This is an optimization exercise on Yosys and OpenROAD, whose aim is small area and a short achievable clock period, not a production implementation. RTL that was checked went through simulation tests only; none was proved equivalent to the original. For run 6, only the layout was checked, not whether the RTL still works. No activity file was given, so power comes from the tool's default toggle rates.

==> flow/design.v <==
module i2c_eeprom_slave #(
    parameter logic [6:0]  DEV_ADDR  = 7'h50
) (
    input  logic       clk,
    input  logic       rst_n,
    input  logic       i2c_scl,
    input  logic       i2c_sda_in,
    output logic       i2c_sda_oe,
    output logic       busy,
    output logic       wr_valid,
    output logic [7:0] wr_addr,
    output logic [7:0] wr_data
);
    localparam int S_IDLE      = 0;
    localparam int S_DEV       = 1;
    localparam int S_DEV_ACK   = 2;
    localparam int S_WADDR     = 3;
    localparam int S_WADDR_ACK = 4;
    localparam int S_WDATA     = 5;
    localparam int S_WDATA_ACK = 6;
    localparam int S_RDATA     = 7;
    localparam int S_RACK      = 8;
    localparam int S_WAIT_STOP = 9;
    logic [9:0]    r_st;
    logic [9:0]    w_st_nxt;
    logic [1:0]    r_scl_sync;
    logic [1:0]    r_sda_sync;
    logic          r_rise;
    logic          r_fall;
    logic          r_start;
    logic          r_stop;
    logic [7:0]    r_shift;
    logic [3:0]    r_cnt;
    logic [7:0]    r_ptr;
    logic          r_ack;
    logic          r_sda_oe;
    logic          r_busy;
    logic          r_wr_valid;
    logic [7:0]    r_wr_addr;
    logic [7:0]    r_wr_data;
    logic          w_sda;
    logic          w_ss;
    logic          w_byte_done;
    logic          w_addr_match;
    logic [7:0]    w_shift_in;
    logic [7:0]    w_ptr_inc;
    logic          w_mem_we;
    logic          w_tx_load;
    logic          w_waddr_load;
    logic          w_in_rx;
    logic          w_oe_nxt;
    logic          w_busy_nxt;
    logic [3:0]    r_rot;
    logic [7:0]    r_pend_addr;
    logic [7:0]    r_pend_data;
    logic [7:0]    r_rd_buf;
    logic [127:0]  r_ring [16];
    logic [7:0]    w_ring_in [16];
    logic [7:0]    w_tap;
    logic          r_pend_ins;
    always_ff @(posedge clk or negedge rst_n) begin
        if (!rst_n) begin
            r_scl_sync <= '1;
            r_sda_sync <= '1;
            r_rise     <= 1'b0;
            r_fall     <= 1'b0;
            r_start    <= 1'b0;
            r_stop     <= 1'b0;
        end else begin
            r_scl_sync <= {r_scl_sync[0], i2c_scl};
            r_sda_sync <= {r_sda_sync[0], i2c_sda_in};
            r_rise     <= r_scl_sync[0] & ~r_scl_sync[1];
            r_fall     <= ~r_scl_sync[0] & r_scl_sync[1];
            r_start    <= r_scl_sync[0] & r_scl_sync[1] & r_sda_sync[1] & ~r_sda_sync[0];
            r_stop     <= r_scl_sync[0] & r_scl_sync[1] & ~r_sda_sync[1] & r_sda_sync[0];
        end
    end
    assign w_sda        = r_sda_sync[1];
    assign w_ss         = r_start | r_stop;
    assign w_byte_done  = (r_cnt == 4'd8);
    assign w_addr_match = (r_shift[7:1] == DEV_ADDR);
    assign w_shift_in   = {r_shift[6:0], w_sda};
    assign w_ptr_inc    = r_ptr + 8'd1;
    assign w_in_rx      = r_st[S_DEV] | r_st[S_WADDR] | r_st[S_WDATA];
    assign w_mem_we     = r_rise & r_st[S_WDATA] & (r_cnt == 4'd7);
    assign w_tx_load    = r_fall & ((r_st[S_DEV_ACK] & r_shift[0]) | (r_st[S_RACK] & ~r_ack));
    assign w_waddr_load = r_fall & r_st[S_WADDR] & w_byte_done;
    always_comb begin
        w_st_nxt = r_st;
        if (r_start) begin
            w_st_nxt = 10'b1 << S_DEV;
        end else if (r_stop) begin
            w_st_nxt = 10'b1 << S_IDLE;
        end else if (r_fall) begin
            w_st_nxt[S_DEV]       = r_st[S_DEV] & ~w_byte_done;
            w_st_nxt[S_DEV_ACK]   = r_st[S_DEV] & w_byte_done & w_addr_match;
            w_st_nxt[S_WAIT_STOP] = r_st[S_WAIT_STOP] | (r_st[S_DEV] & w_byte_done & ~w_addr_match)
                                    | (r_st[S_RACK] & r_ack);
            w_st_nxt[S_WADDR]     = (r_st[S_DEV_ACK] & ~r_shift[0]) | (r_st[S_WADDR] & ~w_byte_done);
            w_st_nxt[S_WADDR_ACK] = r_st[S_WADDR] & w_byte_done;
            w_st_nxt[S_WDATA]     = r_st[S_WADDR_ACK] | r_st[S_WDATA_ACK] | (r_st[S_WDATA] & ~w_byte_done);
            w_st_nxt[S_WDATA_ACK] = r_st[S_WDATA] & w_byte_done;
            w_st_nxt[S_RDATA]     = (r_st[S_DEV_ACK] & r_shift[0]) | (r_st[S_RDATA] & ~w_byte_done)
                                    | (r_st[S_RACK] & ~r_ack);
            w_st_nxt[S_RACK]      = r_st[S_RDATA] & w_byte_done;
        end
    end
    always_comb begin
        w_oe_nxt   = r_sda_oe;
        w_busy_nxt = r_busy;
        if (w_ss) begin
            w_oe_nxt = 1'b0;
            if (r_stop) w_busy_nxt = 1'b0;
        end else if (r_fall) begin
            if (w_tx_load)
                w_oe_nxt = ~r_rd_buf[7];
            else
                w_oe_nxt = (w_in_rx & w_byte_done & (w_addr_match | ~r_st[S_DEV]))
                         | (r_st[S_RDATA] & ~w_byte_done & ~r_shift[6]);
            if (r_st[S_DEV] & w_byte_done)
                w_busy_nxt = w_addr_match;
        end
    end
    always_ff @(posedge clk or negedge rst_n) begin
        if (!rst_n) begin
            r_st       <= 10'b1 << S_IDLE;
            r_ptr      <= '0;
            r_sda_oe   <= 1'b0;
            r_busy     <= 1'b0;
            r_wr_valid <= 1'b0;
            r_wr_addr  <= '0;
            r_wr_data  <= '0;
        end else begin
            r_st       <= w_st_nxt;
            r_sda_oe   <= w_oe_nxt;
            r_busy     <= w_busy_nxt;
            r_wr_valid <= w_mem_we;
            if (w_tx_load || w_mem_we)
                r_ptr <= w_ptr_inc;
            else if (w_waddr_load)
                r_ptr <= r_shift;
            if (w_mem_we) begin
                r_wr_addr <= r_ptr;
                r_wr_data <= w_shift_in;
            end
        end
    end
    always_ff @(posedge clk) begin
        if (w_ss) begin
            r_cnt <= '0;
        end else if (w_tx_load) begin
            r_shift <= r_rd_buf;
            r_cnt   <= '0;
        end else if (w_in_rx) begin
            if (r_rise && !w_byte_done) begin
                r_shift <= w_shift_in;
                r_cnt   <= r_cnt + 4'd1;
            end else if (r_fall && w_byte_done) begin
                r_cnt <= '0;
            end
        end else if (r_st[S_RDATA]) begin
            if (r_rise)
                r_cnt <= r_cnt + 4'd1;
            else if (r_fall && !w_byte_done)
                r_shift <= {r_shift[6:0], 1'b0};
        end
        if (r_st[S_RACK] && r_rise)
            r_ack <= w_sda;
    end
    always_ff @(posedge clk) begin
        r_rot <= r_rot + 4'd1;
    end
    always_ff @(posedge clk) begin
        r_pend_ins <= (r_rot + 4'd1 == (w_mem_we ? r_ptr[3:0] : r_pend_addr[3:0]));
    end
    for (genvar h = 0; h < 16; h++) begin : g_ring
        assign w_ring_in[h] = (r_pend_ins && r_pend_addr[7:4] == 4'(h)) ? r_pend_data : r_ring[h][7:0];
        always_ff @(posedge clk) begin
            r_ring[h] <= {w_ring_in[h], r_ring[h][127:8]};
        end
    end
    always_ff @(posedge clk) begin
        if (w_mem_we) begin
            r_pend_addr <= r_ptr;
            r_pend_data <= w_shift_in;
        end
    end
    assign w_tap = (r_pend_ins && r_pend_addr[7:4] == r_ptr[7:4]) ? r_pend_data
                                                                  : r_ring[r_ptr[7:4]][7:0];
    always_ff @(posedge clk) begin
        if (r_rot == r_ptr[3:0])
            r_rd_buf <= w_tap;
    end
    assign i2c_sda_oe = r_sda_oe;
    assign busy       = r_busy;
    assign wr_valid   = r_wr_valid;
    assign wr_addr    = r_wr_addr;
    assign wr_data    = r_wr_data;
endmodule
==> flow/run.sh <==
#!/bin/bash
# synth_recipe.tcl (not shown) runs the flow's synth.tcl, then flattens the netlist and writes it again
# the make line also repeats each setting of config.mk as NAME=value (left out here)
make -C /OpenROAD-flow-scripts/flow DESIGN_CONFIG=/design/flow/config.mk WORK_HOME=/design/flow/orfs CLKGATE_MAP_FILE= SYNTH_SCRIPT=/design/flow/synth_recipe.tcl finish
==> flow/config.mk <==
export PLATFORM = sky130hd
export DESIGN_NAME = i2c_eeprom_slave
export DESIGN_NICKNAME = i2c_eeprom_slave
export VERILOG_FILES = /design/flow/design.v
export SDC_FILE = /design/flow/constraint.sdc
export NUM_CORES = 4
export LEC_CHECK = 0
export CAP_MARGIN = 20
export CORE_MARGIN = 2
export CORE_UTILIZATION = 40
export CTS_BUF_LIST = sky130_fd_sc_hd__clkbuf_16
export CTS_CLUSTER_DIAMETER = 90
export CTS_CLUSTER_SIZE = 32
export SETUP_SLACK_MARGIN = 2.3
export SLEW_MARGIN = 20
==> flow/constraint.sdc <==
create_clock -name core_clock -period 4.5 [get_ports {clk}]
set_input_delay 0.9000 -clock core_clock [delete_from_list [all_inputs] [get_ports {clk}]]
set_output_delay 0.9000 -clock core_clock [all_outputs]
set_load 0.01 [all_outputs]
==> impl_results.rst, run 1 <==
.. list-table::
   :header-rows: 1

   * - Metric
     - Value
   * - Run status
     - timing/DRC/antenna clean
   * - Portion of the post-synthesis area used by sequential elements
     - 90.9%
   * - Total wire length after detailed routing
     - 72.4 mm
   * - Accumulated negative setup slack
     - 0 ns
   * - Crit. End Element
     - output pin
   * - Initial antenna violation count
     - 2
   * - Number of vias per cell after detailed routing
     - 4.11
   * - Maximum fanout along the worst path
     - 2
   * - Post-synthesis register bit count
     - 2,133
   * - Worst path bufs/invs
     - 1
   * - Sink count of the clock tree
     - 2,133
   * - Biggest area contributors in the synthesized netlist
     - sky130_fd_sc_hd__dfxtp_1, sky130_fd_sc_hd__mux2_2, sky130_fd_sc_hd__edfxtp_1
   * - Achievable Freq
     - 453 MHz
   * - Vias in the first global route
     - 16.5k
   * - Pwr dens
     - 527 mW/mm²
   * - Sequential group share of total power
     - 69.4%
   * - TritonCTS Buffers
     - 77
   * - Hold Vio Cnt, Final
     - 0
   * - Kind of launch point of the worst setup path
     - flip-flop
   * - Die span in x
     - 349 µm
   * - Clock slew seen by the registers of the worst setup and hold paths
     - 0.12 ns
   * - Synth Instances
     - 2,716
   * - Longest Clk Path Bufs
     - 3
   * - DP HPWL
     - 47.0 mm
   * - P&R area growth vs syn
     - 8.96%
   * - Core area
     - 0.118 mm²
   * - Synth cell types
     - 73
   * - Worst slack, placed
     - 1.61 ns
   * - Critical path data required time
     - 3.60 ns
   * - Worst hold path class
     - in2async
   * - Maximum single-stage delay on the critical path
     - 0.46 ns
   * - Slew Limit Fails
     - 0
   * - Fraction of layout instances using a drive strength above 1
     - 11.3%
   * - Switching share of power
     - 18.8%
   * - EDFF count, synth
     - 33
   * - Crit path arrival time
     - 1.31 ns
   * - Post-synthesis cell type with the largest combined area
     - sky130_fd_sc_hd__dfxtp_1
   * - Total I/O pin count
     - 23
   * - Full die area
     - 0.122 mm²
   * - Port Buf Inserts
     - 22
   * - Peak ir drop on the vdd network
     - 300 µV
   * - Fin crit period
     - 2.21 ns
   * - Pin count of the biggest net entering global routing
     - 44
   * - Number of standard-cell rows in the floorplan
     - 126
   * - Worst path slowest cell
     - sky130_fd_sc_hd__dfrtp_1
   * - Global-route wire length before repair
     - 106 mm
   * - Count of warnings emitted by yosys
     - 3
   * - Final setup violation count
     - 0
   * - Synthesized netlist net count
     - 2,724
   * - Detailed Routing Iterations Pass 1
     - 5
   * - Number of nets in the layout
     - 2,808
   * - Static power due to leakage
     - 20.4 nW
   * - Wire per inst
     - 16.7 µm
   * - FFs w/ async S/R, synth
     - 2.02%
   * - Crit-path leading delay family
     - flip-flops
   * - Number of max-capacitance violations reported
     - 0
   * - Portion of the clock cycle consumed by the worst path in the final layout
     - 49.0%
   * - Clock latency (worst-skew pair)
     - 0.68 ns
   * - Detail Route Antenna Nets
     - 0
   * - Vias
     - 17.9k
   * - Top_reg_cell synth
     - sky130_fd_sc_hd__dfxtp_1
   * - Setup slack of the critical path after layout
     - 2.29 ns
   * - RD Place Congestion
     - 0.848
   * - DIE HEIGHT
     - 349 µm
   * - Clock power share
     - 30.3%
   * - Cell area after synthesis
     - 0.0476 mm²
   * - Number of buffers added to fix hold violations after cts
     - 0
   * - RSZ-0062 raised after global routing
     - true
   * - Startpoint-to-endpoint class of the critical path
     - reg2out
   * - H-tree depth
     - 3
   * - Crit path cell chain
     - buf_2
   * - Cell chosen for the clock root
     - sky130_fd_sc_hd__clkbuf_16
   * - Global router's overall resource usage
     - 11.8%
   * - DRC
     - 0
   * - Synth top area share
     - 86.6%
   * - Max_slew headroom
     - 22.6%
   * - Reported net switching power
     - 5.13 mW
   * - Grt ovf
     - 0
   * - DR iter-0 viols
     - 1,318
   * - P_int
     - 22.2 mW
   * - Average cell area after synthesis
     - 17.5 µm²
   * - Actual transition at the worst max-transition pin
     - 1.16 ns
   * - CTS tree
     - done
   * - Effective utilization at floorplan
     - 40.3%
   * - Comb pwr share
     - 0.3%
   * - Skew final
     - 0.0321 ns
timing repair:
item	in CTS	in global routing
hold endpoints to repair	0	0
buffers inserted	9	6
pin swaps	0	1
resized for setup	98	18
setup endpoints to repair	50	39
cells in the final DEF (no fill, tap or decap), drive strengths merged, types with 4 or more instances in the layout:
cell type / synthesis / routed
a32oi: 7 / 7
buf: 26 / 48
ha: 4 / 4
edfxtp: 33 / 33
and3: 5 / 5
o22ai: 5 / 5
dfrtp: 39 / 39
mux2i: 19 / 19
nand2: 89 / 89
o31ai: 8 / 8
o21ai: 15 / 15
a22oi: 14 / 14
clkbuf: 19 / 79
and2: 4 / 4
xnor2: 7 / 7
nand2b: 14 / 14
xor2: 10 / 10
inv: 12 / 22
dfxtp: 2057 / 2057
dfstp: 4 / 4
a22o: 5 / 5
a21boi: 4 / 4
nor3b: 5 / 5
nor2b: 17 / 17
or3: 4 / 4
a31oi: 5 / 5
mux2: 141 / 141
nor4: 8 / 8
nor2: 40 / 40
nor3: 8 / 8
a211oi: 7 / 7
a21oi: 19 / 19
nand3: 17 / 17
power groups by stage:
stage          clock, mW  combinational [mW]  sequential (mW)
6_report            8.28              0.0755             19.0
5_1_grt             9.28              0.0874             19.0
4_1_cts             8.61              0.0760             19.0
3_5_place_dp           0              0.0750             19.4
3_3_place_gp           0              0.0735             19.4
2_1_floorplan          0              0.0570             19.4
synth_stat cells, drive strengths merged, types with 3 or more instances:
library cell and count:
dfxtp 2057, mux2 141, nand2 89, nor2 40, dfrtp 39, edfxtp 33, buf 26, a21oi 19
clkbuf 19, mux2i 19, nand3 17, nor2b 17, o21ai 15, a22oi 14, nand2b 14, inv 12
xor2 10, nor3 8, nor4 8, o31ai 8, a211oi 7, a32oi 7, xnor2 7, a22o 5
a31oi 5, and3 5, nor3b 5, o22ai 5, a21boi 4, and2 4, dfstp 4, ha 4
or3 4, a311oi 3, nand4 3, o2111ai 3, o21a 3, o221a 3, o32ai 3
cell families (layout without fill, tap and decap cells):
| kind of cell | count (synthesis) | count (layout) | share of synthesized area, % |
|---|---|---|---|
| AO/OA/AOI/OAI | 121 | 121 | 1.87 |
| XOR/XNOR | 17 | 17 | 0.313 |
| adder cells (fa/ha/maj) | 4 | 4 | 0.105 |
| buffers and inverters | 57 | 151 | 0.655 |
| flip-flops | 2133 | 2133 | 90.9 |
| multiplexers | 160 | 160 | 3.74 |
| other | 0 | 3 | 0 |
| AND/OR/NAND/NOR | 224 | 224 | 2.39 |
area by class of cell:
| cell class | count | area, µm² |
|---|---|---|
| multi-input combinational | 526 | 4080 |
| timing repair buffer | 50 | 448 |
| antenna | 3 | 7.51 |
| clock inverter | 10 | 76.3 |
| sequential | 2133 | 43300 |
| clock buffer | 79 | 1980 |
| fill | 10200 | 66200 |
| tap | 1536 | 1920 |
| inverter | 12 | 50.0 |
per-layer routing:
layer  global-route usage (%)  share of wire, %  vias to the layer above
met5                        0                 0                        -
met4                     3.94               3.0                        0
met3                     2.02               3.3                      106
met2                     17.0                41                      258
met1                     18.0                53                     8646
li1                         -                 -                     8858
through the flow:
step                      instances  area, µm²  total power [mW]  util (%)  hold slack (ns)
after floorplan                2716      47600              19.4         -            0.310
after global placement         4242      49500              19.5      42.0            0.309
after detailed placement       4242      49500              19.5      42.0            0.312
after CTS                      4340      51700              27.7      43.8            0.315
after global routing           4346      51800              28.3      43.9            0.209
final                          4349      51800              27.3      43.9            0.202
registers in the layout, summed over array words and instances, names as in the netlist, 2 cells and up:
signal       flops
r_cnt            4
r_pend_addr      8
r_pend_data      8
r_ptr            8
r_rd_buf         8
r_ring        2048
r_rot            4
r_scl_sync       2
r_sda_sync       2
r_shift          8
r_st             8
r_wr_addr        8
r_wr_data        8
path summary, 6_finish.rpt:
kind / cells after the start / slack (ns) / from / to
max: 1 / 2.29 / r_wr_data[0] / wr_data[0]
min: 1 / 0.20 / rst_n / r_wr_data[2]
max reg2reg: 6 / 2.34 / r_ptr[4] / r_rd_buf[4]
min reg2reg: 0 / 0.32 / r_ring[6][11] / r_ring[6][3]
max in group asynchronous: 1 / 3.80 / rst_n / r_ptr[6]
min in group core_clock: 0 / 0.32 / r_ring[6][11] / r_ring[6][3]
==> run 2, diff against run 1 <==
--- a/flow/config.mk
+++ b/flow/config.mk
@@ -9,3 +9,3 @@
 export CORE_MARGIN = 2
-export CORE_UTILIZATION = 40
+export CORE_UTILIZATION = 55
 export CTS_BUF_LIST = sky130_fd_sc_hd__clkbuf_16
==> run 2 against run 1 <==
- clock skew decreased by 0.013 ns
- critical endpoint is now r_ring[8][123]
- largest power group unchanged
- still clean on timing, DRC and antenna
- critical path type is now reg2reg
- sequential share of layout area increased by 0.55 points
- critical path depth increased by 2
- clock power increased by 1%
==> impl_results.rst, run 2 <==
.. list-table::
   :header-rows: 1

   * - Metric
     - Value
   * - Crit. End Element
     - flip-flop (was output pin)
   * - Vias
     - 18.0k (was 17.9k)
   * - Count of warnings emitted by yosys
     - 3 (unchanged)
   * - Number of nets in the layout
     - 2,819 (was 2,808)
   * - Library cell with the highest instance count after synthesis
     - sky130_fd_sc_hd__dfxtp_1 (unchanged)
   * - DP HPWL
     - 47.5 mm (was 47.0 mm)
   * - Full die area
     - 0.0889 mm² (was 0.122 mm²)
   * - Run status
     - timing/DRC/antenna clean (unchanged)
   * - Effective utilization at floorplan
     - 55.7% (was 40.3%)
   * - Setup slack of the critical path after layout
     - 2.28 ns (was 2.29 ns)
   * - EDFF count, synth
     - 33 (unchanged)
   * - Achievable Freq
     - 451 MHz (was 453 MHz)
   * - Maximum single-stage delay on the critical path
     - 0.75 ns (was 0.46 ns)
   * - Longest Clk Path Bufs
     - 3 (unchanged)
   * - Clock slew seen by the registers of the worst setup and hold paths
     - 0.12 ns (about the same)
   * - Hold Vio Cnt, Final
     - 0 (unchanged)
   * - Grt ovf
     - 0 (unchanged)
   * - Critical path data required time
     - 5.04 ns (was 3.60 ns)
   * - Synthesized netlist net count
     - 2,724 (unchanged)
   * - Number of standard-cell rows in the floorplan
     - 107 (was 126)
   * - Biggest area contributors in the synthesized netlist
     - sky130_fd_sc_hd__dfxtp_1, sky130_fd_sc_hd__mux2_2, sky130_fd_sc_hd__edfxtp_1 (unchanged)
   * - Cell chosen for the clock root
     - sky130_fd_sc_hd__clkbuf_16 (unchanged)
   * - Fill cells
     - 6,428 (was 10.2k)
   * - Accumulated negative setup slack
     - 0 ns (unchanged)
   * - Skew final
     - 0.0188 ns (was 0.0321 ns)
   * - Crit path cell chain
     - nor2b_1 -> nand3_1 -> mux2_2 (was buf_2)
   * - Most frequent standard cell in the layout excluding fill and tap cells
     - sky130_fd_sc_hd__dfxtp_1 (unchanged)
   * - Fraction of layout instances using a drive strength above 1
     - 11.9% (was 11.3%)
   * - RD Place Congestion
     - 0.815 (was 0.848)
   * - Total I/O pin count
     - 23 (unchanged)
   * - Portion of the post-synthesis area used by sequential elements
     - 90.9% (unchanged)
   * - Commonest cells in the synthesized netlist
     - sky130_fd_sc_hd__dfxtp_1, sky130_fd_sc_hd__mux2_2, sky130_fd_sc_hd__nand2_1 (unchanged)
   * - FFs w/ async S/R, synth
     - 2.02% (unchanged)
   * - Area occupied by multi-input gates
     - 0.00411 mm² (was 0.00408 mm²)
   * - Worst hold path class
     - in2async (unchanged)
   * - Total wire length after detailed routing
     - 74.1 mm (was 72.4 mm)
   * - Vias in the first global route
     - 17.4k (was 16.5k)
   * - Average cell area after synthesis
     - 17.5 µm² (unchanged)
   * - Worst slack, placed
     - 1.61 ns (about the same)
   * - Pwr dens
     - 533 mW/mm² (was 527 mW/mm²)
   * - Actual transition at the worst max-transition pin
     - 1.05 ns (was 1.16 ns)
   * - Final antenna diode count
     - 0 (was 3)
   * - Kind of launch point of the worst setup path
     - flip-flop (unchanged)
   * - Highest-count cells in the layout ignoring fill and taps
     - sky130_fd_sc_hd__dfxtp_1, sky130_fd_sc_hd__mux2_2, sky130_fd_sc_hd__nand2_1 (unchanged)
   * - Clock power share
     - 30.5% (was 30.3%)
   * - Max_slew headroom
     - 30.1% (was 22.6%)
   * - Detailed Routing Iterations Pass 1
     - 5 (unchanged)
   * - Pin count of the biggest net entering global routing
     - 44 (unchanged)
   * - Fin crit period
     - 2.22 ns (was 2.21 ns)
   * - Post-synthesis cell type with the largest combined area
     - sky130_fd_sc_hd__dfxtp_1 (unchanged)
   * - Synth Instances
     - 2,716 (unchanged)
   * - Startpoint-to-endpoint class of the critical path
     - reg2reg (was reg2out)
   * - Slew Limit Fails
     - 0 (unchanged)
   * - Portion of the clock cycle consumed by the worst path in the final layout
     - 49.2% (was 49.0%)
   * - Flip-flop count of the largest register after layout
     - 2,048 (unchanged)
   * - Sink count of the clock tree
     - 2,133 (unchanged)
   * - Worst path slowest cell
     - sky130_fd_sc_hd__nand3_1 (was sky130_fd_sc_hd__dfrtp_1)
   * - Overall power
     - 27.4 mW (was 27.3 mW)
   * - Comb pwr share
     - 0.3% (about the same)
   * - H-tree depth
     - 3 (unchanged)
   * - Number of vias per cell after detailed routing
     - 4.53 (was 4.11)
   * - Clock latency (worst-skew pair)
     - 0.67 ns (was 0.68 ns)
   * - Cell area after synthesis
     - 0.0476 mm² (unchanged)
   * - Wire per inst
     - 18.7 µm (was 16.7 µm)
   * - Static power due to leakage
     - 20.5 nW (was 20.4 nW)
   * - Sequential cell area
     - 0.0433 mm² (unchanged)
   * - Global router's overall resource usage
     - 16.6% (was 11.8%)
   * - Most flop-heavy register
     - r_ring (unchanged)
   * - P&R area growth vs syn
     - 8.26% (was 8.96%)
   * - Number of buffers added to fix hold violations after cts
     - 0 (unchanged)
   * - Die span in x
     - 298 µm (was 349 µm)
   * - DIE HEIGHT
     - 298 µm (was 349 µm)
   * - Detail Route Antenna Nets
     - 0 (unchanged)
   * - Number of max-capacitance violations reported
     - 0 (unchanged)
   * - CTS tree
     - done (unchanged)
   * - Peak ir drop on the vdd network
     - 455 µV (was 300 µV)
   * - Maximum fanout along the worst path
     - 8 (was 2)
   * - RSZ-0062 raised after global routing
     - true (unchanged)
   * - P_int
     - 22.2 mW (about the same)
   * - Core area
     - 0.0854 mm² (was 0.118 mm²)
   * - DRC
     - 0 (unchanged)
   * - Post-synthesis register bit count
     - 2,133 (unchanged)
   * - Final setup violation count
     - 0 (unchanged)
   * - TritonCTS Buffers
     - 77 (unchanged)
   * - Sequential group share of total power
     - 69.2% (was 69.4%)
   * - Reported net switching power
     - 5.21 mW (was 5.13 mW)
   * - DR iter-0 viols
     - 1,119 (was 1,318)
   * - Initial antenna violation count
     - 6 (was 2)
   * - Port Buf Inserts
     - 22 (unchanged)
   * - Switching share of power
     - 19.0% (was 18.8%)
   * - Crit path arrival time
     - 2.75 ns (was 1.31 ns)
   * - Global-route wire length before repair
     - 108 mm (was 106 mm)
   * - Top_reg_cell synth
     - sky130_fd_sc_hd__dfxtp_1 (unchanged)
   * - Synth cell types
     - 73 (unchanged)
   * - Synth top area share
     - 86.6% (unchanged)
## run 2: critical path, delay by kind of cell (launching register included)
kind,cells,cell delay [ns]
AND/OR/NAND/NOR,2,1.00
multiplexers,1,0.61
flip-flops,1,0.47
## run 2: what timing repair did
action	CTS	global route
buffers inserted	14	10
cloned	0	1
pin swaps	1	3
setup endpoints to repair	48	37
resized for setup	99	22
## run 2: per-layer routing
layer	part of all wire [%]	routed length [µm]	GRT usage (%)
met5	0.035	26	0
met4	3.4	2520	5.60
met3	4.1	3050	3.14
met2	42	31100	24.6
met1	51	37400	24.7
## run 2: cell families (layout without fill, tap and decap cells)
family	count (synthesis)	after routing	synth area share [%]
AO/OA/AOI/OAI	121	121	1.87
XOR/XNOR	17	17	0.313
adder cells (fa/ha/maj)	4	4	0.105
buffers and inverters	57	166	0.655
flip-flops	2133	2133	90.9
multiplexers	160	160	3.74
AND/OR/NAND/NOR	224	224	2.39
## run 2: area by class of cell
class,count,share of cell area (%)
Clock buffer,79,3.84
Multi-Input combinational cell,526,7.98
Sequential cell,2133,84.0
Timing Repair Buffer,61,1.04
Clock inverter,14,0.233
Tap cell,1144,2.78
Inverter,12,0.104
## run 2: metrics by stage
step                utilization, %  instance area (µm²)  hold WS (ns)  instances
finish                        60.3                51500         0.308       3969
global route                  60.3                51500         0.313       3969
CTS                           60.1                51300         0.301       3958
detailed placement            57.4                49100         0.312       3851
global placement              57.4                49100         0.309       3851
floorplan                        -                47600         0.310       2716
## run 2: worst paths after layout
check	cells past startpoint	slack, ns	startpoint	end
worst min register to register	0	0.32	r_ring[3][65]	r_ring[3][57]
worst max-delay path	3	2.28	r_pend_addr[4]	r_ring[8][123]
min in group core_clock	0	0.32	r_ring[3][65]	r_ring[3][57]
max in group asynchronous	2	3.72	rst_n	r_ptr[6]
worst min-delay path	2	0.31	rst_n	r_st[8]
worst max register to register	3	2.28	r_pend_addr[4]	r_ring[8][123]
## run 2: power by group through the flow
stage / clock network (mW) / registers (mW) / logic, mW
floorplan: 0 / 19.4 / 0.0570
global placement: 0 / 19.4 / 0.0796
detailed placement: 0 / 19.4 / 0.0798
CTS: 8.65 / 19.0 / 0.0806
global route: 9.27 / 19.0 / 0.0913
finish: 8.37 / 19.0 / 0.0812
==> run 3, diff against run 2 <==
--- a/flow/config.mk
+++ b/flow/config.mk
@@ -7,5 +7,5 @@
 export LEC_CHECK = 0
-export CAP_MARGIN = 20
+export CAP_MARGIN = 5
 export CORE_MARGIN = 2
-export CORE_UTILIZATION = 55
+export CORE_UTILIZATION = 40
 export CTS_BUF_LIST = sky130_fd_sc_hd__clkbuf_16
@@ -14,2 +14,2 @@
 export SETUP_SLACK_MARGIN = 2.3
-export SLEW_MARGIN = 20
+export SLEW_MARGIN = 5
==> run 3 against run 2 <==
- critical path type is now reg2out
- critical endpoint is now wr_data[0]
- synthesized cell count unchanged
- routed wire length decreased by 2.2%
- final cell count increased by 9.6%
- count of clock-buffer cells in the layout unchanged
- synthesized area unchanged
- clock power decreased by 1%
- via count decreased by 0.63%
- flip-flop and latch count unchanged
- clock skew increased by 0.013 ns
==> impl_results.rst, run 3 <==
.. list-table::
   :header-rows: 1

   * - Metric
     - Value
   * - Hold slack final
     - 0.319 ns (was 0.308 ns)
   * - Crit path cell chain
     - buf_2 (was nor2b_1 -> nand3_1 -> mux2_2)
   * - Full die area
     - 0.122 mm² (was 0.0889 mm²)
   * - Cell chosen for the clock root
     - sky130_fd_sc_hd__clkbuf_16 (unchanged)
   * - H-tree depth
     - 3 (unchanged)
   * - Fraction of layout instances using a drive strength above 1
     - 11.3% (was 11.9%)
   * - Average cell area after synthesis
     - 17.5 µm² (unchanged)
   * - Kind of launch point of the worst setup path
     - flip-flop (unchanged)
   * - FFs w/ async S/R, synth
     - 2.02% (unchanged)
   * - Total wire length after detailed routing
     - 72.4 mm (was 74.1 mm)
   * - CTS tree
     - done (unchanged)
   * - Fin crit period
     - 2.21 ns (was 2.22 ns)
   * - Accumulated negative setup slack
     - 0 ns (unchanged)
   * - Worst hold path class
     - reg2reg (was in2async)
   * - Non-Filler Instances
     - 4,349 (was 3,969)
   * - Biggest area contributors in the synthesized netlist
     - sky130_fd_sc_hd__dfxtp_1, sky130_fd_sc_hd__mux2_2, sky130_fd_sc_hd__edfxtp_1 (unchanged)
   * - Critical path data required time
     - 3.60 ns (was 5.04 ns)
   * - Vias in the first global route
     - 16.5k (was 17.4k)
   * - Portion of the post-synthesis area used by sequential elements
     - 90.9% (unchanged)
   * - Clock latency (worst-skew pair)
     - 0.68 ns (was 0.67 ns)
   * - TritonCTS Buffers
     - 77 (unchanged)
   * - Maximum single-stage delay on the critical path
     - 0.46 ns (was 0.75 ns)
   * - Most flop-heavy register
     - r_ring (unchanged)
   * - Length of routed wiring on met1
     - 38.5 mm (was 37.4 mm)
   * - Startpoint-to-endpoint class of the critical path
     - reg2out (was reg2reg)
   * - Final instance area
     - 0.0518 mm² (was 0.0515 mm²)
   * - Global router's overall resource usage
     - 11.8% (was 16.6%)
   * - Highest-count cells in the layout ignoring fill and taps
     - sky130_fd_sc_hd__dfxtp_1, sky130_fd_sc_hd__mux2_2, sky130_fd_sc_hd__nand2_1 (unchanged)
   * - Pwr dens
     - 527 mW/mm² (was 533 mW/mm²)
   * - Slew Limit Fails
     - 0 (unchanged)
   * - Grt ovf
     - 0 (unchanged)
   * - Length in cells of the worst reg-to-reg path
     - 6 (was 3)
   * - Maximum fanout along the worst path
     - 2 (was 8)
   * - Skew final
     - 0.0321 ns (was 0.0188 ns)
   * - Hold-critical path depth
     - 0
   * - Sink count of the clock tree
     - 2,133 (unchanged)
   * - Most frequent standard cell in the layout excluding fill and tap cells
     - sky130_fd_sc_hd__dfxtp_1 (unchanged)
   * - Number of standard-cell rows in the floorplan
     - 126 (was 107)
   * - Synth top area share
     - 86.6% (unchanged)
   * - Vias
     - 17.9k (was 18.0k)
   * - P&R area growth vs syn
     - 8.96% (was 8.26%)
   * - Effective utilization at floorplan
     - 40.3% (was 55.7%)
   * - Clock slew seen by the registers of the worst setup and hold paths
     - 0.12 ns (about the same)
   * - Count of warnings emitted by yosys
     - 3 (unchanged)
   * - DP HPWL
     - 47.0 mm (was 47.5 mm)
   * - Global-route wire length before repair
     - 106 mm (was 108 mm)
   * - DIE HEIGHT
     - 349 µm (was 298 µm)
   * - Cell area after synthesis
     - 0.0476 mm² (unchanged)
   * - Pin count of the biggest net entering global routing
     - 44 (unchanged)
   * - Run status
     - timing/DRC/antenna clean (unchanged)
   * - RSZ-0062 raised after global routing
     - true (unchanged)
   * - Longest Clk Path Bufs
     - 3 (unchanged)
   * - Static power due to leakage
     - 20.4 nW (was 20.5 nW)
   * - Peak ir drop on the vdd network
     - 300 µV (was 455 µV)
   * - Detail Route Antenna Nets
     - 0 (unchanged)
   * - Core area
     - 0.118 mm² (was 0.0854 mm²)
   * - Met2 WL
     - 29.4 mm (was 31.1 mm)
   * - Total I/O pin count
     - 23 (unchanged)
   * - Cell depth of the worst setup path
     - 1 (was 3)
   * - Post-synthesis cell type with the largest combined area
     - sky130_fd_sc_hd__dfxtp_1 (unchanged)
   * - Crit-path leading delay family
     - flip-flops (was simple AND/OR/NAND/NOR gates)
   * - Detailed Routing Iterations Pass 1
     - 5 (unchanged)
   * - Wire per inst
     - 16.7 µm (was 18.7 µm)
   * - Fill cells
     - 10.2k (was 6,428)
   * - Max_slew headroom
     - 22.6% (was 30.1%)
   * - Worst path bufs/invs
     - 1 (was 0)
   * - DRC
     - 0 (unchanged)
   * - Portion of the clock cycle consumed by the worst path in the final layout
     - 49.0% (was 49.2%)
   * - DP Area
     - 0.0495 mm² (was 0.0491 mm²)
   * - Number of nets in the layout
     - 2,808 (was 2,819)
   * - Port Buf Inserts
     - 22 (unchanged)
   * - Synth Instances
     - 2,716 (unchanged)
   * - Final setup violation count
     - 0 (unchanged)
   * - EDFF count, synth
     - 33 (unchanged)
   * - Commonest cells in the synthesized netlist
     - sky130_fd_sc_hd__dfxtp_1, sky130_fd_sc_hd__mux2_2, sky130_fd_sc_hd__nand2_1 (unchanged)
   * - Worst path slowest cell
     - sky130_fd_sc_hd__dfrtp_1 (was sky130_fd_sc_hd__nand3_1)
   * - Crit path arrival time
     - 1.31 ns (was 2.75 ns)
   * - Actual transition at the worst max-transition pin
     - 1.16 ns (was 1.05 ns)
   * - Initial antenna violation count
     - 2 (was 6)
   * - RD Place Congestion
     - 0.848 (was 0.815)
   * - Routed length on met3
     - 2.37 mm (was 3.05 mm)
   * - Synth cell types
     - 73 (unchanged)
   * - Max Used Layer
     - met4 (was met5)
   * - DR iter-0 viols
     - 1,321 (was 1,119)
   * - Top_reg_cell synth
     - sky130_fd_sc_hd__dfxtp_1 (unchanged)
   * - Library cell with the highest instance count after synthesis
     - sky130_fd_sc_hd__dfxtp_1 (unchanged)
   * - Achievable Freq
     - 453 MHz (was 451 MHz)
   * - Die span in x
     - 349 µm (was 298 µm)
   * - Hold Vio Cnt, Final
     - 0 (unchanged)
   * - Post-synthesis register bit count
     - 2,133 (unchanged)
   * - Crit. End Element
     - output pin (was flip-flop)
   * - Synthesized netlist net count
     - 2,724 (unchanged)
   * - Number of vias per cell after detailed routing
     - 4.11 (was 4.53)
   * - Dpl cells
     - 4,242 (was 3,851)
   * - Flip-flop count of the largest register after layout
     - 2,048 (unchanged)
   * - Number of max-capacitance violations reported
     - 0 (unchanged)
run 3: repair_timing:
item | CTS | global route
pin swaps | 0 | 1
gates resized for setup | 98 | 18
hold endpoints to repair | 0 | 0
setup endpoints to repair | 50 | 39
hold buffers | 0 | 0
setup buffers | 9 | 6
run 3: cells by family after synthesis:
family,count (synthesis),synth area share (%)
AO/OA/AOI/OAI,121,1.87
XOR/XNOR,17,0.313
adder cells (fa/ha/maj),4,0.105
buffers and inverters,57,0.655
flip-flops,2133,90.9
multiplexers,160,3.74
AND/OR/NAND/NOR,224,2.39
run 3: final timing paths:
kind | start | endpoint | slack (ns)
max | r_wr_data[0] | wr_data[0] | 2.29
min | r_ring[6][11] | r_ring[6][3] | 0.32
max reg2reg | r_ptr[4] | r_rd_buf[4] | 2.34
min reg2reg | r_ring[6][11] | r_ring[6][3] | 0.32
max in group asynchronous | rst_n | r_ptr[6] | 3.32
min in group asynchronous | rst_n | r_wr_data[2] | 0.38
run 3: where the power goes:
part	switching [mW]	leakage, nW	internal (mW)
Clock	5.06	1.03	3.22
Combinational	0.0422	1.92	0.0330
Sequential	0.0266	17.5	18.9
Total	5.13	20.4	22.2
run 3: through the flow:
| step | utilization [%] | power, mW | setup slack [ns] |
|---|---|---|---|
| 2_1_floorplan | - | 19.4 | 2.36 |
| 3_3_place_gp | 42.0 | 19.5 | 1.67 |
| 3_5_place_dp | 42.0 | 19.5 | 1.61 |
| 4_1_cts | 43.8 | 27.7 | 2.25 |
| 5_1_grt | 43.9 | 28.3 | 2.23 |
| 6_report | 43.9 | 27.3 | 2.29 |
run 3: layout make-up:
| cell class | count | area (µm²) | area share (%) |
|---|---|---|---|
| Inverter | 12 | 50.0 | 0.0966 |
| Clock inverter | 10 | 76.3 | 0.147 |
| Tap cell | 1536 | 1920 | 3.71 |
| Clock buffer | 79 | 1980 | 3.81 |
| Multi-Input combinational cell | 526 | 4080 | 7.88 |
| Sequential cell | 2133 | 43300 | 83.5 |
| Timing Repair Buffer | 50 | 445 | 0.859 |
| Antenna cell | 3 | 7.51 | 0.0145 |
run 3: metal layers:
metal / vias up / track usage (%)
li1: 8858 / -
met1: 8646 / 18.0
met2: 258 / 17.0
met3: 106 / 2.02
met4: 0 / 3.94
met5: - / 0
==> run 4, diff against run 3 <==
==> flow/flow/run.sh (new file) <==
#!/bin/bash
set -euo pipefail
export PRE_IO_PLACEMENT_TCL="$PWD/flow/io.tcl"
bash standard.sh finish > standard.log 2>&1
==> flow/flow/io.tcl (new file) <==
# Keep every signal pin except the clock to the middle of the right edge.
set die [ord::get_die_area]
set h [expr {[lindex $die 3] - [lindex $die 1]}]
set lo [expr {int($h / 2 - 50)}]
set hi [expr {int($h / 2 + 50)}]
set pins {}
foreach p [get_ports *] {
  set n [get_full_name $p]
  if {$n ni {clk VDD VSS}} { lappend pins $n }
}
puts "io.tcl: pins $pins on right:$lo-$hi"
set_io_pin_constraint -pin_names $pins -region right:$lo-$hi
==> flow/standard.sh (new file) <==
#!/bin/bash
# synth_recipe.tcl (not shown) runs the flow's synth.tcl, then flattens the netlist and writes it again
# the make line also repeats each setting of config.mk as NAME=value (left out here)
make -C /OpenROAD-flow-scripts/flow DESIGN_CONFIG=/design/flow/config.mk WORK_HOME=/design/flow/orfs CLKGATE_MAP_FILE= SYNTH_SCRIPT=/design/flow/synth_recipe.tcl "${@:-finish}"
--- a/flow/config.mk
+++ b/flow/config.mk
@@ -7,3 +7,3 @@
 export LEC_CHECK = 0
-export CAP_MARGIN = 5
+export CAP_MARGIN = 20
 export CORE_MARGIN = 2
@@ -14,2 +14,2 @@
 export SETUP_SLACK_MARGIN = 2.3
-export SLEW_MARGIN = 5
+export SLEW_MARGIN = 20
removed: flow/run.sh
==> run 4 against run 3 <==
- maximum frequency rose by 1.1%
- synthesized cell count did not move
- first-iteration DRC count fell by 15%
- count of clock-buffer cells in the layout fell by 1
- worst setup slack improved by 0.025 ns
- design area rose by 0.39%
- sequential power barely moved
- clock skew fell by 0.0052 ns
- hold slack got worse by 0.00085 ns
- routed wire length fell by 0.49%
- largest power group unchanged
==> impl_results.rst, run 4 <==
.. list-table::
   :header-rows: 1

   * - Metric
     - Value
   * - Run status
     - timing/DRC/antenna clean (unchanged)
   * - Biggest area contributors in the synthesized netlist
     - sky130_fd_sc_hd__dfxtp_1, sky130_fd_sc_hd__mux2_2, sky130_fd_sc_hd__edfxtp_1 (unchanged)
   * - Crit. End Element
     - flip-flop (was output pin)
   * - EDFF count, synth
     - 33 (unchanged)
   * - Static power due to leakage
     - 20.6 nW (was 20.4 nW)
   * - Portion of the post-synthesis area used by sequential elements
     - 90.9% (unchanged)
   * - Slack of the worst reg-to-reg path
     - 2.32 ns (was 2.34 ns)
   * - Number of nets in the layout
     - 2,831 (was 2,808)
   * - Fin crit period
     - 2.18 ns (was 2.21 ns)
   * - Post-synthesis register bit count
     - 2,133 (unchanged)
   * - Highest-count cells in the layout ignoring fill and taps
     - sky130_fd_sc_hd__dfxtp_1, sky130_fd_sc_hd__mux2_2, sky130_fd_sc_hd__nand2_1 (unchanged)
   * - Top_reg_cell synth
     - sky130_fd_sc_hd__dfxtp_1 (unchanged)
   * - Total wire length after detailed routing
     - 72.1 mm (was 72.4 mm)
   * - RD Place Congestion
     - 0.838 (was 0.848)
   * - Clock slew seen by the registers of the worst setup and hold paths
     - 0.11 ns (was 0.12 ns)
   * - TritonCTS Buffers
     - 77 (unchanged)
   * - Commonest cells in the synthesized netlist
     - sky130_fd_sc_hd__dfxtp_1, sky130_fd_sc_hd__mux2_2, sky130_fd_sc_hd__nand2_1 (unchanged)
   * - Number of buffers added to fix hold violations after cts
     - 0 (unchanged)
   * - Maximum fanout along the worst path
     - 5 (was 2)
   * - Library cell with the highest instance count after synthesis
     - sky130_fd_sc_hd__dfxtp_1 (unchanged)
   * - Critical path data required time
     - 4.93 ns (was 3.60 ns)
   * - Pin count of the biggest net entering global routing
     - 44 (unchanged)
   * - Fill cells
     - 10.2k (about the same)
   * - H-tree depth
     - 3 (unchanged)
   * - DP HPWL
     - 45.7 mm (was 47.0 mm)
   * - Worst path slowest cell
     - sky130_fd_sc_hd__dfrtp_4 (was sky130_fd_sc_hd__dfrtp_1)
   * - Startpoint-to-endpoint class of the critical path
     - reg2reg (was reg2out)
   * - Flip-flop count of the largest register after layout
     - 2,048 (unchanged)
   * - Area occupied by multi-input gates
     - 0.00411 mm² (was 0.00408 mm²)
   * - Clock latency (worst-skew pair)
     - 0.67 ns (was 0.68 ns)
   * - Source of the worst register-to-register timing path
     - r_ptr[4] (unchanged)
   * - Number of vias per cell after detailed routing
     - 4.09 (was 4.11)
   * - Peak ir drop on the vdd network
     - 292 µV (was 300 µV)
   * - Synth cell types
     - 73 (unchanged)
   * - Vias
     - 17.9k (about the same)
   * - Cell area after synthesis
     - 0.0476 mm² (unchanged)
   * - P&R area growth vs syn
     - 9.39% (was 8.96%)
   * - Hold-critical path depth
     - 0 (unchanged)
   * - Global router's overall resource usage
     - 11.7% (was 11.8%)
   * - Kind of launch point of the worst setup path
     - flip-flop (unchanged)
   * - Crit-path leading delay family
     - compound AO/OA/AOI/OAI gates (was flip-flops)
   * - Worst path bufs/invs
     - 1 (unchanged)
   * - Pwr dens
     - 527 mW/mm² (about the same)
   * - Skew final
     - 0.0269 ns (was 0.0321 ns)
   * - Number of max-capacitance violations reported
     - 0 (unchanged)
   * - Worst hold path class
     - reg2reg (unchanged)
   * - Non-Filler Instances
     - 4,375 (was 4,349)
   * - Total I/O pin count
     - 23 (unchanged)
   * - Detailed Routing Iterations Pass 1
     - 6 (was 5)
   * - Maximum single-stage delay on the critical path
     - 0.54 ns (was 0.46 ns)
   * - DR iter-0 viols
     - 1,123 (was 1,321)
   * - Port Buf Inserts
     - 22 (unchanged)
   * - CTS tree
     - done (unchanged)
   * - Count of warnings emitted by yosys
     - 3 (unchanged)
   * - Effective utilization at floorplan
     - 40.3% (unchanged)
   * - Sink count of the clock tree
     - 2,133 (unchanged)
   * - Accumulated negative setup slack
     - 0 ns (unchanged)
   * - Hold Vio Cnt, Final
     - 0 (unchanged)
   * - Number of standard-cell rows in the floorplan
     - 126 (unchanged)
   * - DRC
     - 0 (unchanged)
   * - Sequential cell area
     - 0.0433 mm² (about the same)
   * - Synth top area share
     - 86.6% (unchanged)
   * - Grt ovf
     - 0 (unchanged)
   * - Synth Instances
     - 2,716 (unchanged)
   * - Global-route wire length before repair
     - 105 mm (was 106 mm)
   * - Max_slew headroom
     - 36.1% (was 22.6%)
   * - Die span in x
     - 349 µm (unchanged)
   * - Achievable Freq
     - 458 MHz (was 453 MHz)
   * - Wire per inst
     - 16.5 µm (was 16.7 µm)
   * - Crit path arrival time
     - 2.61 ns (was 1.31 ns)
   * - Detail Route Antenna Nets
     - 0 (unchanged)
   * - Dpl cells
     - 4,246 (was 4,242)
   * - Longest Clk Path Bufs
     - 3 (unchanged)
   * - Overall power
     - 27.4 mW (was 27.3 mW)
   * - Final setup violation count
     - 0 (unchanged)
   * - Slew Limit Fails
     - 0 (unchanged)
   * - Vias in the first global route
     - 16.7k (was 16.5k)
   * - Actual transition at the worst max-transition pin
     - 0.959 ns (was 1.16 ns)
   * - FFs w/ async S/R, synth
     - 2.02% (unchanged)
   * - RSZ-0062 raised after global routing
     - true (unchanged)
   * - Endpoint of the worst-slack reg-to-reg timing path
     - r_rd_buf[2] (was r_rd_buf[4])
   * - Endpoint of the worst hold path
     - r_ring[3][16] (was r_ring[6][3])
   * - DIE HEIGHT
     - 349 µm (unchanged)
   * - Cell chosen for the clock root
     - sky130_fd_sc_hd__clkbuf_16 (unchanged)
   * - Portion of the clock cycle consumed by the worst path in the final layout
     - 48.5% (was 49.0%)
   * - Average cell area after synthesis
     - 17.5 µm² (unchanged)
   * - Length in cells of the worst reg-to-reg path
     - 6 (unchanged)
   * - Crit path cell chain
     - buf_12 -> and2_4 -> a22o_1 -> a222oi_1 -> a31oi_1 -> mux2_4 (was buf_2)
   * - Fraction of layout instances using a drive strength above 1
     - 12.2% (was 11.3%)
   * - Core area
     - 0.118 mm² (unchanged)
   * - Initial antenna violation count
     - 3 (was 2)
   * - Full die area
     - 0.122 mm² (unchanged)
   * - Post-synthesis cell type with the largest combined area
     - sky130_fd_sc_hd__dfxtp_1 (unchanged)
   * - Most frequent standard cell in the layout excluding fill and tap cells
     - sky130_fd_sc_hd__dfxtp_1 (unchanged)
   * - Worst hold path startpoint
     - r_ring[3][24] (was r_ring[6][11])
   * - Most flop-heavy register
     - r_ring (unchanged)
   * - Synthesized netlist net count
     - 2,724 (unchanged)
==> run 4: cell counts after synthesis <==
No cell type changed its count.
==> run 4: cells by family after synthesis <==
group / synth area share [%]
compound gates: 1.87
xor+xnor: 0.313
fa+ha+maj: 0.105
buf+inv: 0.655
flops: 90.9
mux: 3.74
simple gates: 2.39
==> run 4: timing repair <==
item / in CTS / in global routing
gates resized for setup: 95 / 23
cloned: 0 / 1
endpoints found under the setup margin: 81 / 48
setup buffers: 26 / 7
hold endpoints to repair: 0 / 0
pin swaps: 4 / 5
==> run 4: cell type report <==
cell class	count	share of cell area, %
antenna	2	0.00962
clock buffer	78	3.75
clock inverter	15	0.310
inverter	12	0.0938
multi-input combinational	527	7.91
sequential	2133	83.1
tap	1536	3.69
timing repair buffer	72	1.09
==> run 4: metrics by stage <==
| stage | hold slack [ns] | utilization (%) | setup WS, ns | instance area [µm²] |
|---|---|---|---|---|
| floorplan | 0.310 | - | 2.36 | 47600 |
| global placement | 0.310 | 42.0 | 1.74 | 49600 |
| detailed placement | 0.312 | 42.0 | 1.68 | 49600 |
| CTS | 0.311 | 43.9 | 2.29 | 51900 |
| global route | 0.319 | 44.1 | 2.28 | 52000 |
| finish | 0.319 | 44.1 | 2.32 | 52000 |
==> run 4: worst max path at each step <==
stage	startpoint	to	slack, ns	cells after the start
final	r_ptr[4]	r_rd_buf[2]	2.32	6
after global routing	r_pend_addr[7]	r_ring[3][121]	2.28	3
after CTS	r_wr_addr[6]	wr_addr[6]	2.29	1
after detailed placement	r_ptr[6]	r_rd_buf[5]	1.68	6
after global placement	r_ptr[4]	r_rd_buf[6]	1.74	6
after floorplan	r_cnt[0]	r_pend_addr[0]	2.36	5
==> run 4: power by group <==
part	internal, mW	switching, mW
sequential	18.9	0.0320
combinational	0.0357	0.0451
clock	3.22	5.14
==> run 4: per-layer routing <==
layer	GRT usage, %	part of all wire, %	vias to the layer above
met4	4.70	3.6	0
met3	2.16	3.9	115
met1	16.9	51	8603
met2	17.3	42	286
met5	0	0	-
li1	-	-	8909
==> run 5, diff against run 4 <==
--- a/flow/config.mk
+++ b/flow/config.mk
@@ -13,3 +13,3 @@
 export CTS_CLUSTER_SIZE = 32
-export SETUP_SLACK_MARGIN = 2.3
+export SETUP_SLACK_MARGIN = 2.45
 export SLEW_MARGIN = 20
==> run 5 against run 4 <==
- die area unchanged
- non-clock buffer count increased by 9
- sequential share of layout area decreased by 0.42 points
- count of clock-buffer cells in the layout increased by 3
- flip-flop and latch count unchanged
==> impl_results.rst, run 5 <==
.. list-table::
   :header-rows: 1

   * - Metric
     - Value
   * - Maximum fanout along the worst path
     - 4 (was 5)
   * - DP Area
     - 0.0496 mm² (about the same)
   * - CTS tree
     - done (unchanged)
   * - Number of vias per cell after detailed routing
     - 4.10 (was 4.09)
   * - Effective utilization at floorplan
     - 40.3% (unchanged)
   * - DR iter-0 viols
     - 1,143 (was 1,123)
   * - Worst hold path class
     - in2async (was reg2reg)
   * - Sink count of the clock tree
     - 2,133 (unchanged)
   * - Cell chosen for the clock root
     - sky130_fd_sc_hd__clkbuf_16 (unchanged)
   * - Slew Limit Fails
     - 0 (unchanged)
   * - Startpoint-to-endpoint class of the critical path
     - reg2reg (unchanged)
   * - Portion of the clock cycle consumed by the worst path in the final layout
     - 50.0% (was 48.5%)
   * - Max_slew headroom
     - 61.7% (was 36.1%)
   * - Run status
     - timing/DRC/antenna clean (unchanged)
   * - Hold Vio Cnt, Final
     - 0 (unchanged)
   * - Pwr dens
     - 523 mW/mm² (was 527 mW/mm²)
   * - Crit. End Element
     - flip-flop (unchanged)
   * - Accumulated negative setup slack
     - 0 ns (unchanged)
   * - Pin count of the biggest net entering global routing
     - 44 (unchanged)
   * - Wire per inst
     - 16.2 µm (was 16.5 µm)
   * - Dpl cells
     - 4,248 (was 4,246)
   * - Fraction of layout instances using a drive strength above 1
     - 13.2% (was 12.2%)
   * - Crit path cell chain
     - buf_12 -> and2_4 -> a22o_1 -> a222oi_1 -> a31oi_1 -> mux2_4 (unchanged)
   * - Post-synthesis cell type with the largest combined area
     - sky130_fd_sc_hd__dfxtp_1 (unchanged)
   * - Biggest area contributors in the synthesized netlist
     - sky130_fd_sc_hd__dfxtp_1, sky130_fd_sc_hd__mux2_2, sky130_fd_sc_hd__edfxtp_1 (unchanged)
   * - Non-Filler Instances
     - 4,382 (was 4,375)
   * - Global-route wire length before repair
     - 104 mm (was 105 mm)
   * - Global router's overall resource usage
     - 11.6% (was 11.7%)
   * - Longest Clk Path Bufs
     - 3 (unchanged)
   * - Commonest cells in the synthesized netlist
     - sky130_fd_sc_hd__dfxtp_1, sky130_fd_sc_hd__mux2_2, sky130_fd_sc_hd__nand2_1 (unchanged)
   * - Count of warnings emitted by yosys
     - 3 (unchanged)
   * - Cell area after synthesis
     - 0.0476 mm² (unchanged)
   * - Synth Instances
     - 2,716 (unchanged)
   * - Clock slew seen by the registers of the worst setup and hold paths
     - 0.12 ns (was 0.11 ns)
   * - Final setup violation count
     - 0 (unchanged)
   * - Highest-count cells in the layout ignoring fill and taps
     - sky130_fd_sc_hd__dfxtp_1, sky130_fd_sc_hd__mux2_2, sky130_fd_sc_hd__nand2_1 (unchanged)
   * - FFs w/ async S/R, synth
     - 2.02% (unchanged)
   * - Fin crit period
     - 2.25 ns (was 2.18 ns)
   * - RSZ-0062 raised after global routing
     - true (unchanged)
   * - Total I/O pin count
     - 23 (unchanged)
   * - Final core utilization
     - 44.3% (was 44.1%)
   * - Final instance area
     - 0.0523 mm² (was 0.0520 mm²)
   * - Worst slack, placed
     - 1.78 ns (was 1.68 ns)
   * - Clock latency (worst-skew pair)
     - 0.68 ns (was 0.67 ns)
   * - DP HPWL
     - 45.6 mm (was 45.7 mm)
   * - Synthesized netlist net count
     - 2,724 (unchanged)
   * - P&R area growth vs syn
     - 9.95% (was 9.39%)
   * - Average cell area after synthesis
     - 17.5 µm² (unchanged)
   * - Number of max-capacitance violations reported
     - 0 (unchanged)
   * - Worst path slowest cell
     - sky130_fd_sc_hd__dfrtp_4 (unchanged)
   * - Number of nets in the layout
     - 2,839 (was 2,831)
   * - EDFF count, synth
     - 33 (unchanged)
   * - Library cell with the highest instance count after synthesis
     - sky130_fd_sc_hd__dfxtp_1 (unchanged)
   * - Maximum single-stage delay on the critical path
     - 0.56 ns (was 0.54 ns)
   * - Initial antenna violation count
     - 7 (was 3)
   * - Overall power
     - 27.4 mW (about the same)
   * - Crit path arrival time
     - 2.70 ns (was 2.61 ns)
   * - Most flop-heavy register
     - r_ring (unchanged)
   * - Synth top area share
     - 86.6% (unchanged)
   * - Vias
     - 18.0k (was 17.9k)
   * - TritonCTS Buffers
     - 77 (unchanged)
   * - Flip-flop count of the largest register after layout
     - 2,048 (unchanged)
   * - Full die area
     - 0.122 mm² (unchanged)
   * - Total wire length after detailed routing
     - 71.2 mm (was 72.1 mm)
   * - Setup slack of the critical path after layout
     - 2.25 ns (was 2.32 ns)
   * - DIE HEIGHT
     - 349 µm (unchanged)
   * - DRC
     - 0 (unchanged)
   * - Hold slack final
     - 0.222 ns (was 0.319 ns)
   * - Die span in x
     - 349 µm (unchanged)
   * - Critical path data required time
     - 4.95 ns (was 4.93 ns)
   * - Detailed Routing Iterations Pass 1
     - 5 (was 6)
   * - Top_reg_cell synth
     - sky130_fd_sc_hd__dfxtp_1 (unchanged)
   * - Number of standard-cell rows in the floorplan
     - 126 (unchanged)
   * - Peak ir drop on the vdd network
     - 316 µV (was 292 µV)
   * - Synth cell types
     - 73 (unchanged)
   * - Final antenna diode count
     - 0 (was 2)
   * - Post-synthesis register bit count
     - 2,133 (unchanged)
   * - Portion of the post-synthesis area used by sequential elements
     - 90.9% (unchanged)
   * - Length in cells of the worst reg-to-reg path
     - 6 (unchanged)
   * - Achievable Freq
     - 444 MHz (was 458 MHz)
   * - Kind of launch point of the worst setup path
     - flip-flop (unchanged)
   * - Vias in the first global route
     - 16.6k (was 16.7k)
   * - Slack of the worst reg-to-reg path
     - 2.25 ns (was 2.32 ns)
   * - Detail Route Antenna Nets
     - 0 (unchanged)
   * - Port Buf Inserts
     - 22 (unchanged)
   * - H-tree depth
     - 3 (unchanged)
   * - Number of buffers added to fix hold violations after cts
     - 0 (unchanged)
   * - RD Place Congestion
     - 0.848 (was 0.838)
   * - Skew final
     - 0.0307 ns (was 0.0269 ns)
   * - Core area
     - 0.118 mm² (unchanged)
   * - Grt ovf
     - 0 (unchanged)
   * - Static power due to leakage
     - 20.6 nW (about the same)
   * - Most frequent standard cell in the layout excluding fill and tap cells
     - sky130_fd_sc_hd__dfxtp_1 (unchanged)
   * - Actual transition at the worst max-transition pin
     - 0.575 ns (was 0.959 ns)
[run 5: logic make-up after synthesis]
| logic type | synth area share, % |
|---|---|
| AO/OA/AOI/OAI | 1.87 |
| XOR/XNOR | 0.313 |
| adder cells (fa/ha/maj) | 0.105 |
| buffers and inverters | 0.655 |
| flip-flops | 90.9 |
| multiplexers | 3.74 |
| AND/OR/NAND/NOR | 2.39 |
[run 5: worst paths after layout]
check	startpoint	end
worst max-delay path	r_ptr[4]	r_rd_buf[2]
worst min-delay path	rst_n	r_ptr[6]
worst max register to register	r_ptr[4]	r_rd_buf[2]
worst min register to register	r_ring[12][27]	r_ring[12][19]
max in group asynchronous	rst_n	r_ptr[4]
min in group core_clock	r_ring[12][27]	r_ring[12][19]
[run 5: metal layers]
layer	global-route usage, %	wire length [µm]	up-vias
met5	0	0	-
met4	4.08	1950	0
met3	2.01	2560	105
met2	16.8	29400	260
met1	17.4	37300	8686
li1	-	-	8921
[run 5: layout make-up]
cell class	instances	area, µm²
clock buffers	81	2030
clock inverters	13	81.3
fillers	10200	65800
inverters	12	57.6
multi-input cells	526	4260
flip-flops and latches	2133	43300
well taps	1536	1920
repair buffers	81	682
[run 5: critical path: cells and delay by family (launching register included)]
kind | cells | cell delay (ns)
compound gates | 3 | 0.85
flops | 1 | 0.56
mux | 1 | 0.30
buf+inv | 1 | 0.16
simple gates | 1 | 0.16
[run 5: power by group]
part / total [mW] / switching [mW] / internal [mW]
clock network: 8.33 / 5.04 / 3.29
registers: 19.0 / 0.0280 / 18.9
logic: 0.0789 / 0.0434 / 0.0355
total: 27.4 / 5.11 / 22.3
[run 5: repair_timing]
item / CTS / global route
buffers inserted: 23 / 17
pin swaps: 5 / 13
endpoints found under the hold margin: 0 / 0
gates resized for setup: 125 / 40
endpoints found under the setup margin: 92 / 119
==> run 6, diff against run 5 <==
--- a/flow/design.v
+++ b/flow/design.v
@@ -58,3 +58,2 @@
     logic [7:0]    w_ring_in [16];
-    logic [7:0]    w_tap;
     logic          r_pend_ins;
@@ -187,7 +186,5 @@
     end
-    assign w_tap = (r_pend_ins && r_pend_addr[7:4] == r_ptr[7:4]) ? r_pend_data
-                                                                  : r_ring[r_ptr[7:4]][7:0];
     always_ff @(posedge clk) begin
         if (r_rot == r_ptr[3:0])
-            r_rd_buf <= w_tap;
+            r_rd_buf <= w_ring_in[r_ptr[7:4]];
     end
--- a/flow/flow/io.tcl
+++ b/flow/flow/io.tcl
@@ -8,3 +8,3 @@
   set n [get_full_name $p]
-  if {$n ni {clk VDD VSS}} { lappend pins $n }
+  if {$n ne "clk"} { lappend pins $n }
 }
--- a/flow/config.mk
+++ b/flow/config.mk
@@ -13,3 +13,3 @@
 export CTS_CLUSTER_SIZE = 32
-export SETUP_SLACK_MARGIN = 2.45
+export SETUP_SLACK_MARGIN = 2.3
 export SLEW_MARGIN = 20
==> run 6 against run 5 <==
- die area shrank 1.4%
- sequential power about the same
- count of clock-buffer cells in the layout did not move
- worst setup slack got worse by 0.20 ns
- final cell count down 1.5%
- routed wire length is 3.6% lower
- synthesized area fell by 1.4%
- critical path depth grew 2
- sequential share of layout area grew 0.27 points
==> impl_results.rst, run 6 <==
.. list-table::
   :header-rows: 1

   * - Metric
     - Value
   * - Effective utilization at floorplan
     - 40.4% (was 40.3%)
   * - Slack of the worst reg-to-reg path
     - 2.05 ns (was 2.25 ns)
   * - RSZ-0062 raised after global routing
     - true (unchanged)
   * - Final core utilization
     - 44.8% (was 44.3%)
   * - Static power due to leakage
     - 20.7 nW (was 20.6 nW)
   * - Vias in the first global route
     - 16.4k (was 16.6k)
   * - Cell area after synthesis
     - 0.0469 mm² (was 0.0476 mm²)
   * - EDFF count, synth
     - 33 (unchanged)
   * - Non-Filler Instances
     - 4,315 (was 4,382)
   * - Die span in x
     - 346 µm (was 349 µm)
   * - Dpl cells
     - 4,148 (was 4,248)
   * - Number of buffers added to fix hold violations after cts
     - 0 (unchanged)
   * - Crit-path leading delay family
     - compound AO/OA/AOI/OAI gates (unchanged)
   * - Average cell area after synthesis
     - 17.8 µm² (was 17.5 µm²)
   * - Most frequent standard cell in the layout excluding fill and tap cells
     - sky130_fd_sc_hd__dfxtp_1 (unchanged)
   * - FFs w/ async S/R, synth
     - 2.02% (unchanged)
   * - DR iter-0 viols
     - 923 (was 1,143)
   * - Commonest cells in the synthesized netlist
     - sky130_fd_sc_hd__dfxtp_1, sky130_fd_sc_hd__mux2_2, sky130_fd_sc_hd__nand2_1 (unchanged)
   * - Worst path bufs/invs
     - 2 (was 1)
   * - Clock latency (worst-skew pair)
     - 0.67 ns (was 0.68 ns)
   * - Top_reg_cell synth
     - sky130_fd_sc_hd__dfxtp_1 (unchanged)
   * - Skew final
     - 0.0345 ns (was 0.0307 ns)
   * - Number of standard-cell rows in the floorplan
     - 125 (was 126)
   * - Cell chosen for the clock root
     - sky130_fd_sc_hd__clkbuf_16 (unchanged)
   * - Accumulated negative setup slack
     - 0 ns (unchanged)
   * - Synthesized netlist net count
     - 2,637 (was 2,724)
   * - Critical path data required time
     - 4.94 ns (was 4.95 ns)
   * - Pwr dens
     - 528 mW/mm² (was 523 mW/mm²)
   * - DIE HEIGHT
     - 346 µm (was 349 µm)
   * - Source of the worst register-to-register timing path
     - r_pend_addr[6] (was r_ptr[4])
   * - Fraction of layout instances using a drive strength above 1
     - 14.0% (was 13.2%)
   * - Post-synthesis cell type with the largest combined area
     - sky130_fd_sc_hd__dfxtp_1 (unchanged)
   * - Synth cell types
     - 53 (was 73)
   * - Biggest area contributors in the synthesized netlist
     - sky130_fd_sc_hd__dfxtp_1, sky130_fd_sc_hd__mux2_2, sky130_fd_sc_hd__edfxtp_1 (unchanged)
   * - Flip-flop count of the largest register after layout
     - 2,048 (unchanged)
   * - Number of vias per cell after detailed routing
     - 4.02 (was 4.10)
   * - Initial antenna violation count
     - 7 (unchanged)
   * - H-tree depth
     - 3 (unchanged)
   * - Fill cells
     - 9,963 (was 10.2k)
   * - Global router's overall resource usage
     - 11.3% (was 11.6%)
   * - Peak ir drop on the vdd network
     - 327 µV (was 316 µV)
   * - Endpoint of the worst hold path
     - r_ring[2][101]
   * - Startpoint-to-endpoint class of the critical path
     - reg2reg (unchanged)
   * - Synth Instances
     - 2,629 (was 2,716)
   * - Detailed Routing Iterations Pass 1
     - 5 (unchanged)
   * - Total I/O pin count
     - 23 (unchanged)
   * - Highest-count cells in the layout ignoring fill and taps
     - sky130_fd_sc_hd__dfxtp_1, sky130_fd_sc_hd__mux2_2, sky130_fd_sc_hd__clkbuf_16 (was sky130_fd_sc_hd__dfxtp_1, sky130_fd_sc_hd__mux2_2, sky130_fd_sc_hd__nand2_1)
   * - DP HPWL
     - 44.7 mm (was 45.6 mm)
   * - Portion of the post-synthesis area used by sequential elements
     - 92.2% (was 90.9%)
   * - Core area
     - 0.116 mm² (was 0.118 mm²)
   * - Run status
     - timing/DRC/antenna clean (unchanged)
   * - RD Place Congestion
     - 0.859 (was 0.848)
   * - Maximum single-stage delay on the critical path
     - 0.48 ns (was 0.56 ns)
   * - Vias
     - 17.3k (was 18.0k)
   * - Worst path slowest cell
     - sky130_fd_sc_hd__edfxtp_1 (was sky130_fd_sc_hd__dfrtp_4)
   * - Full die area
     - 0.120 mm² (was 0.122 mm²)
   * - Achievable Freq
     - 408 MHz (was 444 MHz)
   * - Number of nets in the layout
     - 2,771 (was 2,839)
   * - Wire per inst
     - 15.9 µm (was 16.2 µm)
   * - Library cell with the highest instance count after synthesis
     - sky130_fd_sc_hd__dfxtp_1 (unchanged)
   * - Count of warnings emitted by yosys
     - 3 (unchanged)
   * - Sink count of the clock tree
     - 2,133 (unchanged)
   * - Pin count of the biggest net entering global routing
     - 44 (unchanged)
   * - Max_slew headroom
     - 35.1% (was 61.7%)
   * - Worst hold path class
     - reg2reg (was in2async)
   * - Maximum fanout along the worst path
     - 7 (was 4)
   * - P&R area growth vs syn
     - 11.1% (was 9.95%)
   * - CTS tree
     - done (unchanged)
   * - Actual transition at the worst max-transition pin
     - 0.974 ns (was 0.575 ns)
   * - Slew Limit Fails
     - 0 (unchanged)
   * - Crit. End Element
     - flip-flop (unchanged)
-- run 6: cell count changes in the layout (fill, tap and decap cells not counted), moves of 8 or more --
cell,previous run,this run
sky130_fd_sc_hd__nand2_1,87,65
sky130_fd_sc_hd__mux2i_1,18,2
sky130_fd_sc_hd__a22oi_2,2,14
sky130_fd_sc_hd__mux2_2,136,121
sky130_fd_sc_hd__buf_2,12,20
sky130_fd_sc_hd__nand3_1,15,7
sky130_fd_sc_hd__nand4_1,2,13
sky130_fd_sc_hd__mux2_4,1,10
sky130_fd_sc_hd__nor2_1,29,17
-- run 6: area by class of cell --
cell class | instances | area [µm²] | area share [%]
antenna | 6 | 15.0 | 0.0288
tap | 1524 | 1910 | 3.66
inverter | 9 | 37.5 | 0.0720
sequential | 2133 | 43300 | 83.0
multi-input combinational | 449 | 3880 | 7.44
timing repair buffer | 92 | 806 | 1.55
clock buffer | 81 | 2030 | 3.89
clock inverter | 21 | 190 | 0.365
-- run 6: worst max-delay path by stage --
stage	startpoint	to	slack, ns	cells past startpoint
floorplan	r_pend_addr[7]	r_rd_buf[0]	2.23	6
global placement	r_pend_ins	r_rd_buf[3]	1.56	6
detailed placement	r_pend_ins	r_rd_buf[3]	1.59	6
CTS	r_pend_addr[6]	r_rd_buf[3]	2.07	6
global route	r_pend_addr[6]	r_rd_buf[3]	1.97	8
finish	r_pend_addr[6]	r_rd_buf[3]	2.05	8
-- run 6: metrics by stage --
| step | setup WS, ns | cell area (µm²) | power (mW) | hold slack, ns |
|---|---|---|---|---|
| after global placement | 1.56 | 49000 | 19.4 | 0.310 |
| after global routing | 1.97 | 52100 | 28.5 | 0.304 |
| after detailed placement | 1.59 | 49000 | 19.4 | 0.312 |
| after CTS | 2.07 | 51900 | 27.9 | 0.308 |
| final | 2.05 | 52100 | 27.5 | 0.304 |
| after floorplan | 2.23 | 47000 | 19.4 | 0.310 |
-- run 6: logic make-up after synthesis --
family | Yosys count | synth area share (%)
xor+xnor | 11 | 0.205
buf+inv | 47 | 0.387
compound gates | 117 | 1.88
mux | 139 | 3.33
fa+ha+maj | 4 | 0.107
flops | 2133 | 92.2
simple gates | 178 | 1.87
-- run 6: repair_timing --
| action | CTS | global route |
|---|---|---|
| buffers inserted | 47 | 12 |
| hold endpoints to repair | 0 | 0 |
| cloned | 0 | 0 |
| pin swaps | 43 | 27 |
| gates resized for setup | 143 | 30 |
| endpoints found under the setup margin | 34 | 28 |
-- run 6: routing by layer --
metal,global-route usage [%],up-vias,wire length (µm)
li1,-,8696,-
met1,16.5,8281,35500
met2,16.8,260,28300
met3,1.82,110,2370
met4,4.53,2,2400
met5,0,-,13
-- run 6: report_power, final --
part	internal (mW)	switching [mW]	leakage [nW]
Sequential	18.9	0.0201	17.5
Clock	3.40	5.13	1.13
Combinational	0.0221	0.0293	2.11
Total	22.3	5.18	20.7

Check on run 6: ideal ports give 2.048 ns setup slack; a clkbuf_16 on the clock port and buf_2 on the inputs give 2.048 ns; moving port delays by the midpoint clock arrival (0.721 ns) as well gives 2.048 ns.
